Background: an optimization exercise with open tools, aiming at small area. Do not read the settings as production practice.
RTL that was checked went through simulation tests only; none was proved equivalent to the original.
Power and IR drop assume default switching activity.

==> ember <==
==> flow/design.v (excerpt) <==
module shooter_top #(
    parameter int TICK_CYCLES = 4,
    parameter int SPAWN_TICKS = 8
) (
    input  logic                                             clk,
    input  logic                                             rstn,
    input  logic [3:0]                                       btn,
    output logic                                             playing,
    output logic                                             player_alive,
    output shooter_pkg::coord_t                              player_x,
    output shooter_pkg::score_t                              score,
    output logic [shooter_pkg::NUM_SLOTS*shooter_pkg::SPRITE_W-1:0] bullets,
    output logic [shooter_pkg::NUM_SLOTS*shooter_pkg::SPRITE_W-1:0] enemies
);
==> module collision_unit, before the edit <==
module collision_unit (
    input  logic                                   clk,
    input  logic                                   rstn,
    input  logic                                   restart,
    input  logic                                   checking,
    input  shooter_pkg::lane_t                     p_lane,
    input  logic [shooter_pkg::NUM_SLOTS-1:0]      b_alive,
    input  logic [shooter_pkg::NUM_SLOTS-1:0][2:0]                     b_lane,
    input  logic [shooter_pkg::NUM_SLOTS-1:0][7:0]                      b_y,
    input  logic [shooter_pkg::NUM_SLOTS-1:0]      e_alive,
    input  logic [shooter_pkg::NUM_SLOTS-1:0][2:0]                     e_lane,
    input  logic [shooter_pkg::NUM_SLOTS-1:0][7:0]                      e_y,
    output logic [shooter_pkg::NUM_SLOTS-1:0]      bullet_kill,
    output logic [shooter_pkg::NUM_SLOTS-1:0]      enemy_kill,
    output logic                                   player_hit,
    output shooter_pkg::score_t                    score
);
    localparam int N = shooter_pkg::NUM_SLOTS;
    logic [N-1:0] hit_bullet;
    logic [N-1:0] hit_enemy;
    logic [N-1:0] crash_enemy;
    logic [2:0]   hit_cnt;
    logic [N-1:0] b_at40;
    logic [N-1:0] e_low;
    logic [N-1:0] e_at11;
    logic [N-1:0][7:0] b_top;
    logic [N-1:0][N-1:0] ov;
    function automatic logic le8(input logic [7:0] a, input logic [7:0] b);
        logic c;
        c = 1'b1;
        for (int i = 0; i < 8; i++) begin
            c = (~a[i] & b[i]) | ((~a[i] | b[i]) & c);
        end
        le8 = c;
    endfunction
    always_comb begin
        for (int b = 0; b < N; b++) begin
            b_at40[b] = (b_y[b] == 8'd40);
            b_top[b]  = 8'(shooter_pkg::add10({2'b00, b_y[b]}, 10'd14, 1'b0));
        end
        for (int e = 0; e < N; e++) begin
            e_low[e]  = (e_y[e][7:4] == 4'd0) && !(e_y[e][3] && e_y[e][2]);
            e_at11[e] = (e_y[e] == 8'd11);
        end
        for (int b = 0; b < N; b++) begin
            for (int e = 0; e < N; e++) begin
                ov[b][e] = b_alive[b] && e_alive[e] && (b_lane[b] == e_lane[e]) &&
                           le8(e_y[e], b_top[b]) && (!e_low[e] || (e_at11[e] && b_at40[b]));
            end
        end
    end
    always_comb begin
        logic [N-1:0] avail, m, pick, seen;
        avail = '1;
        for (int b = 0; b < N; b++) begin
            m    = ov[b] & avail;
            seen = '0;
            for (int e = 0; e < N; e++) begin
                pick[e] = m[e] & ~|seen;
                seen[e] = m[e];
            end
            hit_bullet[b] = |m;
            avail = avail & ~pick;
        end
        hit_enemy = ~avail;
        begin
            logic s1, c1, s2, c2;
            s1 = hit_bullet[0] ^ hit_bullet[1] ^ hit_bullet[2];
            c1 = (hit_bullet[0] & hit_bullet[1]) | (hit_bullet[2] & (hit_bullet[0] ^ hit_bullet[1]));
            s2 = s1 ^ hit_bullet[3] ^ hit_bullet[4];
            c2 = (s1 & hit_bullet[3]) | (hit_bullet[4] & (s1 ^ hit_bullet[3]));
            hit_cnt = {c1 & c2, c1 ^ c2, s2};
        end
        for (int e = 0; e < N; e++) begin
            crash_enemy[e] = e_alive[e] && (e_y[e] == 8'd0 ||
                             (e_lane[e] == p_lane && e_y[e][7:5] == 3'd0 && !(&e_y[e][4:1])));
        end
    end
    assign bullet_kill = checking ? hit_bullet : '0;
    assign enemy_kill  = checking ? (hit_enemy | crash_enemy) : '0;
    assign player_hit  = checking && (|crash_enemy);
    always_ff @(posedge clk) begin
        if (!rstn || restart) begin
            score <= '0;
        end else if (checking) begin
            score <= shooter_pkg::add10(score, {7'd0, hit_cnt}, 1'b0);
        end
    end
endmodule
==> flow/config.mk <==
export PLATFORM = sky130hd
export DESIGN_NAME = shooter_top
export DESIGN_NICKNAME = shooter_top
export VERILOG_FILES = /design/flow/design.v
export SDC_FILE = /design/flow/constraint.sdc
export NUM_CORES = 4
export LEC_CHECK = 0
export ABC_AREA = 1
export CAP_MARGIN = 20
export CORE_MARGIN = 2
export CORE_UTILIZATION = 40
export CTS_BUF_LIST = sky130_fd_sc_hd__clkbuf_8
export SLEW_MARGIN = 20
==> flow/constraint.sdc <==
create_clock -name core_clock -period 25.0 [get_ports {clk}]
set_input_delay 5.0000 -clock core_clock [delete_from_list [all_inputs] [get_ports {clk}]]
set_output_delay 5.0000 -clock core_clock [all_outputs]
set_load 0.01 [all_outputs]
standard.sh (not shown) runs the stock make flow with config.mk's settings and CLKGATE_MAP_FILE= SYNTH_SCRIPT=/design/flow/synth_recipe.tcl, a recipe that flattens the netlist after the stock synthesis.
==> flow/flow/run.sh <==
#!/bin/bash
# The standard layout with two changes:
#  - synthesis maps the logic with flow/area.abc (an area-oriented ABC script, without the
#    delay-driven buffering and upsizing of ORFS's default script); everything else in
#    synthesis, including the register mapping, is the standard flow's own synth_recipe.tcl
#  - the port buffers are made from the smallest buffer cell (every input and output port
#    still gets its own buffer)
# make's output goes to flow_make.log here; each ORFS step keeps its own log under orfs/logs/.
set -euo pipefail
here=$(pwd)
{
  echo 'proc abc {args} {'
  echo '  set i [lsearch $args -script]'
  echo "  if {\$i >= 0} { lset args [expr {\$i + 1}] {$here/flow/area.abc} }"
  echo '  yosys abc {*}$args'
  echo '}'
  cat synth_recipe.tcl
} > area_synth.tcl
sed "s#SYNTH_SCRIPT=[^ ]*synth_recipe.tcl#SYNTH_SCRIPT=$here/area_synth.tcl#" standard.sh > area_standard.sh
grep -q "SYNTH_SCRIPT=$here/area_synth.tcl" area_standard.sh
export BUFFER_PORTS_ARGS="-buffer_cell sky130_fd_sc_hd__buf_1"
bash area_standard.sh > flow_make.log 2>&1
==> flow/flow/area.abc <==
strash
&get -n
&deepsyn -T 60
&dch -f
&nf -R 1000 -p -a
&put
topo
==> inputs of lagoon, as changes to ember <==
--- a/flow/design.v
+++ b/flow/design.v
@@ -311,15 +311,15 @@
     always_comb begin
-        logic [N-1:0] avail, m, pick, seen;
-        avail = '1;
+        logic found;
+        hit_bullet  = '0;
+        hit_enemy   = '0;
         for (int b = 0; b < N; b++) begin
-            m    = ov[b] & avail;
-            seen = '0;
+            found = 1'b0;
             for (int e = 0; e < N; e++) begin
-                pick[e] = m[e] & ~|seen;
-                seen[e] = m[e];
+                if (!found && !hit_enemy[e] && ov[b][e]) begin
+                    found         = 1'b1;
+                    hit_bullet[b] = 1'b1;
+                    hit_enemy[e]  = 1'b1;
+                end
             end
-            hit_bullet[b] = |m;
-            avail = avail & ~pick;
         end
-        hit_enemy = ~avail;
         begin
==> flow/run.sh (new file) <==
#!/bin/bash
# synth_recipe.tcl (not shown) runs the flow's synth.tcl, then flattens the netlist and writes it again
# the make line also repeats each setting of config.mk as NAME=value (left out here)
make -C /OpenROAD-flow-scripts/flow DESIGN_CONFIG=/design/flow/config.mk WORK_HOME=/design/flow/orfs CLKGATE_MAP_FILE= SYNTH_SCRIPT=/design/flow/synth_recipe.tcl finish
- ABC_AREA: 1 -> not set
- CTS_BUF_LIST: sky130_fd_sc_hd__clkbuf_8 -> not set
removed: flow/flow/run.sh
removed: flow/flow/area.abc
removed: flow/standard.sh
==> comparison table <==
quantity                                                                                          lagoon                      ember
Outcome                                                                 no timing/DRC/antenna violations  no timing/DRC/antenna violations
Count of placed standard cells in the final layout, fillers left out                                2237                       2022
Maximum fanout along the worst path                                                                    8                         10
Root buffer cell                                                              sky130_fd_sc_hd__clkbuf_16  sky130_fd_sc_hd__clkbuf_8
Fraction of layout instances using a drive strength above 1                                        5.16%                      3.38%
Proportion of power drawn by the clock network                                                     20.3%                      16.3%
Reported net switching power                                                                  0.000615 W                 0.000675 W
Minimum hold slack                                                                                469 ps                     442 ps
Number of design-rule violations left by the first detailed-router iteration                        1266                       1481
Routing usage on met2                                                                              47.7%                      43.6%
Post-synthesis mux area share                                                                     0.225%                    0.0920%
Repair and plain buffers                                                                             184                        194
Leak                                                                                             6.95 nW                    5.38 nW
Routed length on met3                                                                            3980 um                    5200 um
Total power density per cell area                                                           83.7 nW/um^2                102 nW/um^2
Tcrit/Tclk final                                                                                   31.6%                      31.2%
Final total power                                                                              0.00135 W                  0.00140 W
Comb pwr                                                                                      0.000665 W                 0.000759 W
Depth of the worst hold-timing path                                                                    2                          1
Wire length of the first global-routing pass                                                    79800 um                   70000 um
Net count, final                                                                                    1957                       1801
Number of global-route vias before repair                                                          12100                      11000
Only the layout flow was run in lagoon; the RTL was not checked for function there.

-- separate check: timing with driven ports --
The flow's constraints put no driver on any port. The routed layouts listed below were extracted and timed again, unchanged, in two steps.
Step 1 sets driving cells, clkbuf_16 on the clock port and buf_2 on the other inputs (assumed; they add their load-dependent delay and slew).
Step 2 moves the port delays by t, midway between the first and last clock arrival at a register: inputs arrive t later, outputs are due t later. That takes back most of the time a late clock gives input paths.
Three values: no drivers, after step 1, after step 2; two values: the first two.
run | t (ns) | slack for setup (ns) | latest minus earliest clock arrival (ns) | pins driven straight from the clock port
ember | 0.504 | 17.209 / 17.209 / 17.209 | 0.024 / 0.024 | 1
lagoon | 0.490 | 17.100 / 17.100 / 17.100 | 0.017 / 0.017 | 1
After both steps every run listed still meets setup and hold.
